Source: an optimization exercise on an open RTL-to-GDS flow (aim: small area, a short achievable clock period and few clock cycles). Production flows keep margins and buffers that such runs may drop.
Where RTL was checked, it was by simulation tests only, not by an equivalence proof against the original.
Power figures rest on the tool's default switching activity, not on a simulated workload.

the previous run:
==> flow/design.v <==
`timescale 1ns / 1ps
module write_batch_record_parser (
  input  logic                clk_i,
  input  logic                rst_ni,
  input  logic                in_valid_i,
  output logic                in_ready_o,
  input  logic [41:0]         in_data_i,
  output logic                out_valid_o,
  input  logic                out_ready_i,
  output logic [143:0]        out_data_o,
  input  logic                cfg_valid_i,
  output logic                cfg_ready_o,
  input  logic                cfg_index_i,
  input  logic [31:0]         cfg_data_i
);
  localparam logic [2:0] PhHeader = 3'd0;
  localparam logic [2:0] PhTag    = 3'd1;
  localparam logic [2:0] PhKeyLen = 3'd2;
  localparam logic [2:0] PhValLen = 3'd3;
  localparam logic [2:0] PhKey    = 3'd4;
  localparam logic [2:0] PhVal    = 3'd5;
  localparam logic [2:0] PhErrTag = 3'd6;
  localparam logic [2:0] PhErrLen = 3'd7;
  logic [7:0]  b;
  logic        bf, bl;
  logic [31:0] sp;
  assign b  = in_data_i[41:34];
  assign bf = in_data_i[33];
  assign bl = in_data_i[32];
  assign sp = in_data_i[31:0];
  logic [2:0]  phase_q, phase_n;
  logic        idle_q;
  logic [3:0]  cnt_q, cnt_n;
  logic [31:0] len_q;
  logic [31:0] diff_q;
  logic        dz_q;
  logic [63:0] rseq_q;
  logic [31:0] pos_q, pos_n;
  logic        lag_q;
  logic [31:0] rs_q;
  logic        rsp_q, rsp_d;   
  logic        ov_q;           
  logic        del_q, del_n, ddel_q;
  logic        vp_q;
  logic [31:0] file_q;
  logic        fzero_q, fresh_q;
  logic        hd_q, hn_q, hs_q;
  logic        sep_q;   
  logic        hd_d, hn_d, hs_d;
  logic        empty_q, single_q, behind_q;
  logic        acc_q;
  logic        hdone_q, lpz_q, hst_q, rl_q;
  logic        b0p_q;     
  logic [7:0]  byte_q;
  logic        fe_q, dk_q;
  logic        in_fire, upd, pop, pop_done, pos_mv;
  logic        emit_data, do_finish, do_after_key, hdr_end, seq_wr, cnt_wr;
  logic [31:0] len_new, len_pf;
  logic        len_ph;
  logic        len_new_zero, len_one, grp_zero;
  logic [2:0]  code;
  assign cfg_ready_o = 1'b1;
  assign out_valid_o = ov_q;
  assign in_ready_o  = out_ready_i && acc_q;
  assign in_fire     = in_valid_i && in_ready_o;
  assign upd         = in_fire && (bf || !idle_q);
  assign pop         = out_ready_i && ov_q;
  assign rsp_d       = upd && !behind_q && (bf || hdr_end);
  assign pop_done    = out_ready_i && !hd_q && hn_q;
  assign pos_mv      = upd && !bf && !behind_q;
  always_comb begin
    for (int i = 0; i < 32; i++) begin
      len_new[i] = ((cnt_q == 4'(i / 7)) && b[i % 7]) || ((cnt_q != 4'd0) && len_q[i]);
    end
  end
  assign grp_zero     = (cnt_q == 4'd4) ? (b[3:0] == 4'd0) : (b[6:0] == 7'd0);
  assign len_new_zero = grp_zero && ((cnt_q == 4'd0) || (len_q == 32'd0));
  assign len_one      = (len_q == 32'd1);
  assign len_ph       = (phase_q == PhKeyLen) || (phase_q == PhValLen);
  assign len_pf       = (vp_q && !del_q && !fzero_q) ? file_q : 32'd0;
  always_comb begin
    phase_n = phase_q;
    cnt_n   = cnt_q;
    del_n   = del_q;
    seq_wr  = 1'b0;
    cnt_wr  = 1'b0;
    hdr_end = 1'b0;
    emit_data    = 1'b0;
    do_finish    = 1'b0;
    do_after_key = 1'b0;
    case (phase_q)
      PhHeader: begin
        cnt_n = cnt_q + 4'd1;
        if (cnt_q[3]) cnt_wr = 1'b1;
        else seq_wr = 1'b1;
        if (cnt_q == 4'd11) begin
          hdr_end = 1'b1;
          cnt_n   = 4'd0;
          phase_n = PhTag;
        end
      end
      PhTag: begin
        if (b[7:1] == 7'd0) begin
          del_n   = !b[0];
          phase_n = PhKeyLen;
        end else begin
          phase_n = PhErrTag;
        end
      end
      PhKeyLen, PhValLen: begin
        cnt_n = cnt_q + 4'd1;
        if (b[7]) begin
          if (cnt_q == 4'd4) phase_n = PhErrLen;
        end else begin
          cnt_n = 4'd0;
          if (phase_q == PhKeyLen) begin
            if (len_new_zero) do_after_key = 1'b1;
            else phase_n = PhKey;
          end else begin
            if (len_new_zero) do_finish = 1'b1;
            else phase_n = PhVal;
          end
        end
      end
      PhKey: begin
        emit_data = 1'b1;
        if (len_one) do_after_key = 1'b1;
      end
      PhVal: begin
        emit_data = !vp_q;
        if (len_one) do_finish = 1'b1;
      end
      default: ;
    endcase
    if (do_after_key) begin
      if (del_q) do_finish = 1'b1;
      else phase_n = PhValLen;
    end
    if (do_finish) begin
      phase_n = PhTag;
    end
  end
  assign pos_n = pos_q + (lag_q ? 32'd2 : 32'd1);
  logic [63:0] rseq_inc;
  logic [31:0] diff_dec;
  assign rseq_inc = rseq_q + {63'd0, pop_done};
  assign diff_dec = diff_q - {31'd0, pop_done};
  always_comb begin
    hd_d = hd_q;
    hn_d = hn_q;
    hs_d = hs_q;
    if (upd) begin
      hs_d = bl;
      hd_d = !bf && emit_data;
      hn_d = behind_q || (!bf && do_finish);
    end else if (pop) begin
      if (hd_q) hd_d = 1'b0;
      else if (hn_q) hn_d = 1'b0;
      else hs_d = 1'b0;
    end
  end
  always_ff @(posedge clk_i or negedge rst_ni) begin
    if (!rst_ni) begin
      phase_q  <= PhHeader;
      idle_q   <= 1'b0;
      cnt_q    <= '0;
      pos_q    <= '0;
      lag_q    <= 1'b0;
      vp_q     <= 1'b0;
      fzero_q  <= 1'b1;
      fresh_q  <= 1'b1;
      hd_q     <= 1'b0;
      hn_q     <= 1'b0;
      hs_q     <= 1'b0;
      sep_q    <= 1'b0;
      empty_q  <= 1'b1;
      ov_q     <= 1'b0;
      rsp_q    <= 1'b0;
      single_q <= 1'b0;
      behind_q <= 1'b0;
      acc_q    <= 1'b1;
      hdone_q  <= 1'b0;
      lpz_q    <= 1'b1;
      hst_q    <= 1'b1;
      rl_q     <= 1'b1;
      b0p_q    <= 1'b0;
    end else begin
      if (cfg_valid_i) begin
        if (cfg_index_i) fzero_q <= 1'b0;
        else vp_q <= cfg_data_i[0];
      end
      if (upd && (bf || hdr_end)) fresh_q <= 1'b0;
      if (upd && bf) pos_q <= sp;
      else if (pos_mv) pos_q <= pos_n;
      hd_q     <= hd_d;
      hn_q     <= hn_d;
      hs_q     <= hs_d;
      empty_q  <= !(hd_d || hn_d || hs_d);
      ov_q     <= (hd_d || hn_d || hs_d) && !rsp_d;
      rsp_q    <= rsp_d;
      single_q <= hd_d ? !(hn_d || hs_d) : (hn_d != hs_d);
      behind_q <= hd_d && hn_d && !hs_d;
      acc_q    <= !(hd_d || hn_d || hs_d) || ((hd_d ? !hs_d : (hn_d != hs_d)) && !rsp_d);
      hdone_q  <= !hd_d && hn_d;
      lpz_q    <= hd_d || (fresh_q && !(upd && (bf || hdr_end)));
      hst_q    <= !hd_d && !hn_d;
      rl_q     <= hd_d ? !(hn_d || hs_d) : (!hn_d || !hs_d || (upd ? behind_q : sep_q));
      if (upd && bf && behind_q) b0p_q <= 1'b1;
      else if (pop_done) b0p_q <= 1'b0;
      if (upd) begin
        idle_q <= bl;
        sep_q  <= behind_q;
        if (bf) begin
          phase_q <= PhHeader;
          cnt_q   <= 4'd1;
          lag_q   <= 1'b1;
        end else begin
          phase_q <= phase_n;
          cnt_q   <= cnt_n;
          lag_q <= behind_q;
        end
      end
    end
  end
  always_ff @(posedge clk_i) begin
    if (cfg_valid_i && cfg_index_i) file_q <= cfg_data_i;
    if (rsp_q || pop_done) rs_q <= pos_q;
    if (upd && !bf && (len_ph || phase_q == PhKey || phase_q == PhVal)) begin
      if (do_finish) len_q <= len_pf;
      else if (len_ph) len_q <= len_new;
      else len_q <= len_q - 32'd1;
    end
    if (upd && !bf && phase_q == PhTag) del_q <= !b[0];
    if (upd && !bf && do_finish) ddel_q <= del_q;
    if ((upd && !bf && emit_data) || (upd && bf && behind_q)) begin
      byte_q <= b;
      fe_q   <= len_one;
      dk_q   <= phase_q[0];
    end
    for (int k = 1; k < 8; k++) begin
      rseq_q[8*k +: 8] <= (upd && !bf && seq_wr && cnt_q[2:0] == 3'(k))
                          ? b : rseq_inc[8*k +: 8];
    end
    if (upd && (bf ? !behind_q : (seq_wr && cnt_q[2:0] == 3'd0))) rseq_q[7:0] <= b;
    else if (b0p_q && pop_done) rseq_q[7:0] <= byte_q;
    else rseq_q[7:0] <= rseq_inc[7:0];
    for (int k = 0; k < 4; k++) begin
      diff_q[8*k +: 8] <= (upd && !bf && cnt_wr && cnt_q[1:0] == 2'(k))
                          ? b : diff_dec[8*k +: 8];
    end
    dz_q <= dz_nx;
  end
  logic [2:0] phase_nx;
  logic       del_nx, dz_nx;
  always_comb begin
    phase_nx = upd ? (bf ? PhHeader : phase_n) : phase_q;
    del_nx   = (upd && !bf && phase_q == PhTag) ? !b[0] : del_q;
    if (upd && !bf && cnt_wr) dz_nx = (b == 8'd0) && (diff_q[23:0] == 24'd0);
    else if (pop_done) dz_nx = (diff_q == 32'd1);
    else dz_nx = dz_q;
    case (phase_nx)
      PhErrTag: code = 3'd4;
      PhHeader: code = 3'd1;
      PhTag:    code = dz_nx ? 3'd0 : 3'd5;
      default:  code = del_nx ? 3'd3 : 3'd2;
    endcase
  end
  logic [2:0] code_q;
  always_ff @(posedge clk_i or negedge rst_ni) begin
    if (!rst_ni) code_q <= 3'd1;
    else code_q <= code;
  end
  logic head_done;
  assign head_done   = !hd_q && !hst_q;
  assign out_data_o[143]     = !hd_q;
  assign out_data_o[142]     = hd_q ? dk_q : !hn_q;
  assign out_data_o[141:134] = hd_q ? byte_q : 8'd0;
  assign out_data_o[133]     = hd_q && fe_q;
  assign out_data_o[132]     = hd_q ? del_q : (hn_q && ddel_q);
  assign out_data_o[131:100] = hdone_q ? rseq_q[63:32] : 32'd0;
  assign out_data_o[99:68]   = head_done ? rseq_q[31:0] : 32'd0;
  assign out_data_o[67:36]   = lpz_q ? 32'd0 : rs_q;
  assign out_data_o[35:4]    = hdone_q ? len_q : 32'd0;
  assign out_data_o[3:1]     = hst_q ? code_q : 3'd0;
  assign out_data_o[0]       = rl_q;
endmodule
export LEC_CHECK = 0
export CAP_MARGIN = 20
export CORE_MARGIN = 2
export CORE_UTILIZATION = 60
export CTS_CLUSTER_DIAMETER = 70
export CTS_CLUSTER_SIZE = 30
export SETUP_SLACK_MARGIN = 3.8
export SLEW_MARGIN = 20
create_clock -name core_clock -period 7.0 [get_ports {clk_i}]
standard.sh (not shown) runs the stock make flow with config.mk's settings and CLKGATE_MAP_FILE= SYNTH_SCRIPT=/design/flow/synth_recipe.tcl, a recipe that flattens the netlist after the stock synthesis.
==> flow/flow/run.sh <==
#!/bin/bash
# The standard layout, with the port buffers made of buf_1 cells instead of the
# cell buffer_ports picks by itself (a delay cell four times the area).
set -euo pipefail
export BUFFER_PORTS_ARGS="-buffer_cell sky130_fd_sc_hd__buf_1"
bash standard.sh > standard.log 2>&1
The previous run finished all stages; the layout is clean.
Changes in the current run relative to the previous run:
diff --git a/flow/design.v b/flow/design.v
--- a/flow/design.v
+++ b/flow/design.v
@@ -70,7 +70,9 @@
   assign pos_mv      = upd && !bf && !behind_q;
   always_comb begin
     for (int i = 0; i < 32; i++) begin
-      len_new[i] = ((cnt_q == 4'(i / 7)) && b[i % 7]) || ((cnt_q != 4'd0) && len_q[i]);
+      if (cnt_q == 4'(i / 7)) len_new[i] = b[i % 7];
+      else if (cnt_q == 4'd0) len_new[i] = 1'b0;
+      else len_new[i] = len_q[i];
     end
   end
   assign grp_zero     = (cnt_q == 4'd4) ? (b[3:0] == 4'd0) : (b[6:0] == 7'd0);
@@ -248,27 +250,19 @@
       diff_q[8*k +: 8] <= (upd && !bf && cnt_wr && cnt_q[1:0] == 2'(k))
                           ? b : diff_dec[8*k +: 8];
     end
-    dz_q <= dz_nx;
-  end
-  logic [2:0] phase_nx;
-  logic       del_nx, dz_nx;
-  always_comb begin
-    phase_nx = upd ? (bf ? PhHeader : phase_n) : phase_q;
-    del_nx   = (upd && !bf && phase_q == PhTag) ? !b[0] : del_q;
-    if (upd && !bf && cnt_wr) dz_nx = (b == 8'd0) && (diff_q[23:0] == 24'd0);
-    else if (pop_done) dz_nx = (diff_q == 32'd1);
-    else dz_nx = dz_q;
-    case (phase_nx)
+    if (upd && !bf && cnt_wr) begin
+      dz_q <= (b == 8'd0) && (diff_q[23:0] == 24'd0);
+    end else if (pop_done) begin
+      dz_q <= (diff_q == 32'd1);
+    end
+  end
+  always_comb begin
+    case (phase_q)
       PhErrTag: code = 3'd4;
       PhHeader: code = 3'd1;
-      PhTag:    code = dz_nx ? 3'd0 : 3'd5;
-      default:  code = del_nx ? 3'd3 : 3'd2;
+      PhTag:    code = dz_q ? 3'd0 : 3'd5;
+      default:  code = del_q ? 3'd3 : 3'd2;
     endcase
-  end
-  logic [2:0] code_q;
-  always_ff @(posedge clk_i or negedge rst_ni) begin
-    if (!rst_ni) code_q <= 3'd1;
-    else code_q <= code;
   end
   logic head_done;
   assign head_done   = !hd_q && !hst_q;
@@ -281,6 +275,6 @@
   assign out_data_o[99:68]   = head_done ? rseq_q[31:0] : 32'd0;
   assign out_data_o[67:36]   = lpz_q ? 32'd0 : rs_q;
   assign out_data_o[35:4]    = hdone_q ? len_q : 32'd0;
-  assign out_data_o[3:1]     = hst_q ? code_q : 3'd0;
+  assign out_data_o[3:1]     = hst_q ? code : 3'd0;
   assign out_data_o[0]       = rl_q;
 endmodule
- Looking at the previous run and the current run, the clock skew is a wash.
- The previous run vs the current run, slowest stage cell on the critical path: or3_4 vs buf_4
- The current run against the previous run: smallest setup slack after layout shows an increase of 0.10 ns, detail-routed net length per standard cell went down by 0.086 µm, half-perimeter wire length of the detailed placement result rose by 420 µm, area added between synthesis and finish went down, sequential share of layout area now sits higher.
Testbench counts of the current run, summed over its fixed seeds: cycles 79,187.
Only the layout flow was run in the previous run; the RTL was not checked for function there.

* * *

Another version of the RTL of write_batch_record_parser (not shown whole).
Size in the first run: roughly 1,700 cells after synthesis, ~260 flip-flops, ~15,000 µm² of cells after synthesis.
## write_batch_record_parser
module write_batch_record_parser (
  input  logic                clk_i,
  input  logic                rst_ni,
  input  logic                in_valid_i,
  output logic                in_ready_o,
  input  logic [41:0]         in_data_i,
  output logic                out_valid_o,
  input  logic                out_ready_i,
  output logic [143:0]        out_data_o,
  input  logic                cfg_valid_i,
  output logic                cfg_ready_o,
  input  logic                cfg_index_i,
  input  logic [31:0]         cfg_data_i
);
  localparam logic [2:0] PhHeader = 3'd0;
  localparam logic [2:0] PhTag    = 3'd1;
  localparam logic [2:0] PhKeyLen = 3'd2;
  localparam logic [2:0] PhValLen = 3'd3;
  localparam logic [2:0] PhKey    = 3'd4;
  localparam logic [2:0] PhVal    = 3'd5;
  localparam logic [2:0] PhErrTag = 3'd6;
  localparam logic [2:0] PhErrLen = 3'd7;
  logic [7:0]  b;
  logic        bf, bl;
  logic [31:0] sp;
  assign b  = in_data_i[41:34];
  assign bf = in_data_i[33];
  assign bl = in_data_i[32];
  assign sp = in_data_i[31:0];
  logic [2:0]  phase_q, phase_n;
  logic        idle_q;
  logic [3:0]  cnt_q, cnt_n;
  logic [31:0] len_q;
  logic [31:0] diff_q;
  logic        dz_q;
  logic [63:0] rseq_q;
  logic [31:0] pos_q, pos_n;
  logic        lag_q;
  logic [31:0] rs_q;
  logic        del_q, del_n, ddel_q;
  logic        vp_q;
  logic [31:0] file_q;
  logic        fzero_q, fresh_q;
  logic        hd_q, hn_q, hs_q;
  logic        sep_q;   
  logic        hd_d, hn_d, hs_d;
  logic        empty_q, single_q, behind_q;
  logic        rip_q;     
  logic        hdone_q, lpz_q, hst_q, rl_q;
  logic        b0p_q;     
  logic [7:0]  byte_q;
  logic        fe_q, dk_q;
  logic        in_fire, upd, pop, pop_done, pos_mv;
  logic        emit_data, do_finish, do_after_key, hdr_end, seq_wr, cnt_wr;
  logic [31:0] len_new, len_pf;
  logic        len_ph;
  logic        len_new_zero, len_one, grp_zero;
  logic [2:0]  code;
  assign cfg_ready_o = 1'b1;
  assign out_valid_o = !empty_q;
  assign in_ready_o  = empty_q || (out_ready_i && rip_q);
  assign in_fire     = in_valid_i && in_ready_o;
  assign upd         = in_fire && (bf || !idle_q);
  assign pop         = out_ready_i && !empty_q;
  assign pop_done    = out_ready_i && !hd_q && hn_q;
  ...
clock: 7.0 ns
lec_check: 0
cap_margin: 20
core_margin: 2
core_utilization: 40
setup_slack_margin: 3.7
slew_margin: 20
Scripts as last shown in full above: flow/flow/run.sh
Edit:
--- a/flow/design.v
+++ b/flow/design.v
@@ -41,19 +41,19 @@
   logic        del_q, del_n, ddel_q;
   logic        vp_q;
   logic [31:0] file_q;
   logic        fzero_q, fresh_q;
   logic        hd_q, hn_q, hs_q;
   logic        sep_q;   
   logic        hd_d, hn_d, hs_d;
   logic        empty_q, single_q, behind_q;
   logic        rip_q;     
-  logic        hdone_q, lpz_q, hst_q, rl_q;
+  logic        hdone_q;   
   logic        b0p_q;     
   logic [7:0]  byte_q;
   logic        fe_q, dk_q;
   logic        in_fire, upd, pop, pop_done, pos_mv;
   logic        emit_data, do_finish, do_after_key, hdr_end, seq_wr, cnt_wr;
   logic [31:0] len_new, len_pf;
   logic        len_ph;
   logic        len_new_zero, len_one, grp_zero;
   logic [2:0]  code;
@@ -171,41 +171,35 @@
       hd_q     <= 1'b0;
       hn_q     <= 1'b0;
       hs_q     <= 1'b0;
       sep_q    <= 1'b0;
       empty_q  <= 1'b1;
       single_q <= 1'b0;
       behind_q <= 1'b0;
       rip_q    <= 1'b0;
       hdone_q  <= 1'b0;
-      lpz_q    <= 1'b1;
-      hst_q    <= 1'b1;
-      rl_q     <= 1'b1;
       b0p_q    <= 1'b0;
     end else begin
       if (cfg_valid_i) begin
         if (cfg_index_i) fzero_q <= 1'b0;
         else vp_q <= cfg_data_i[0];
       end
       if (upd && (bf || hdr_end)) fresh_q <= 1'b0;
       if (upd && bf) pos_q <= sp;
       else if (pos_mv) pos_q <= pos_n;
       hd_q     <= hd_d;
       hn_q     <= hn_d;
       hs_q     <= hs_d;
       empty_q  <= !(hd_d || hn_d || hs_d);
       single_q <= hd_d ? !(hn_d || hs_d) : (hn_d != hs_d);
       behind_q <= hd_d && hn_d && !hs_d;
       rip_q    <= hd_d ? !hs_d : (hn_d != hs_d);
       hdone_q  <= !hd_d && hn_d;
-      lpz_q    <= hd_d || (fresh_q && !(upd && (bf || hdr_end)));
-      hst_q    <= !hd_d && !hn_d;
-      rl_q     <= hd_d ? !(hn_d || hs_d) : (!hn_d || !hs_d || (upd ? behind_q : sep_q));
       if (upd && bf && behind_q) b0p_q <= 1'b1;
       else if (pop_done) b0p_q <= 1'b0;
       if (upd) begin
         idle_q <= bl;
         sep_q  <= behind_q;
         if (bf) begin
           phase_q <= PhHeader;
           cnt_q   <= 4'd1;
           lag_q   <= 1'b1;
@@ -253,23 +247,24 @@
   end
   always_comb begin
     case (phase_q)
       PhErrTag: code = 3'd4;
       PhHeader: code = 3'd1;
       PhTag:    code = dz_q ? 3'd0 : 3'd5;
       default:  code = del_q ? 3'd3 : 3'd2;
     endcase
   end
-  logic head_done;
-  assign head_done   = !hd_q && !hst_q;
+  logic head_done, head_status;
+  assign head_done   = !hd_q && hn_q;
+  assign head_status = !hd_q && !hn_q;
   assign out_data_o[143]     = !hd_q;
   assign out_data_o[142]     = hd_q ? dk_q : !hn_q;
   assign out_data_o[141:134] = hd_q ? byte_q : 8'd0;
   assign out_data_o[133]     = hd_q && fe_q;
   assign out_data_o[132]     = hd_q ? del_q : (hn_q && ddel_q);
   assign out_data_o[131:100] = hdone_q ? rseq_q[63:32] : 32'd0;
   assign out_data_o[99:68]   = head_done ? rseq_q[31:0] : 32'd0;
-  assign out_data_o[67:36]   = lpz_q ? 32'd0 : rs_q;
+  assign out_data_o[67:36]   = (hd_q || fresh_q) ? 32'd0 : rs_q;
   assign out_data_o[35:4]    = hdone_q ? len_q : 32'd0;
-  assign out_data_o[3:1]     = hst_q ? code : 3'd0;
-  assign out_data_o[0]       = rl_q;
+  assign out_data_o[3:1]     = head_status ? code : 3'd0;
+  assign out_data_o[0]       = hd_q ? !(hn_q || hs_q) : (!hn_q || !hs_q || sep_q);
 endmodule
Effect: Cell area goes down by 0.37%. Clock skew fell by 0.0089 ns. Via count is higher by 0.57%. Core utilization falls by 0.18 points. Power came out lower by 3.8%. Hold slack gets worse by 0.0040 ns. Register-to-register slack is worse by 0.06 ns. Cell count stays flat. Global-route usage came out higher by 0.12 points. Routed wire length goes up by 1.2%. First-iteration DRC count went up by 10%. Clock-buffer cell count went down by 6. Worst setup slack gets worse by 0.048 ns. Critical path depth rose by 2.
Testbench counts after the change, summed over its fixed seeds: cycles 79,187.
Function not checked in the first run of this note: the RTL went through the layout flow alone.

[what the ideal ports hide]
The results above use ideal ports. As a check the final layouts listed here were re-extracted and re-timed, cells and wires unchanged. Step 1: set_driving_cell puts a clkbuf_16 on clk_i and a buf_2 on each other input, an assumption about the parent block. Step 2 times the ports against the registers' clock, not the clock port: input delays grow and output delays shrink by t, the midpoint of the rising clock arrivals with the driver on. Three values: no drivers, after step 1, after step 2; two values: the first two.
run | t, ns | setup slack, ns | worst setup path at the end | worst data-port slew with drivers (ns)
the previous run | 0.550 | 3.704 / 3.712 / 3.171 | input to register | 0.07
the current run | 0.554 | 3.808 / 3.769 / 3.353 | input to register | 0.05
the first run of note 2 | 0.604 | 3.717 / 3.662 / 3.213 | input to register | 0.08
the second run of note 2 | 0.625 | 3.669 / 3.612 / 3.138 | input to register | 0.07
After both steps setup and hold are still met in every run listed. The setup slack of the previous run, which loses most, moves by +0.008 ns with the drivers and by -0.533 ns with both steps.
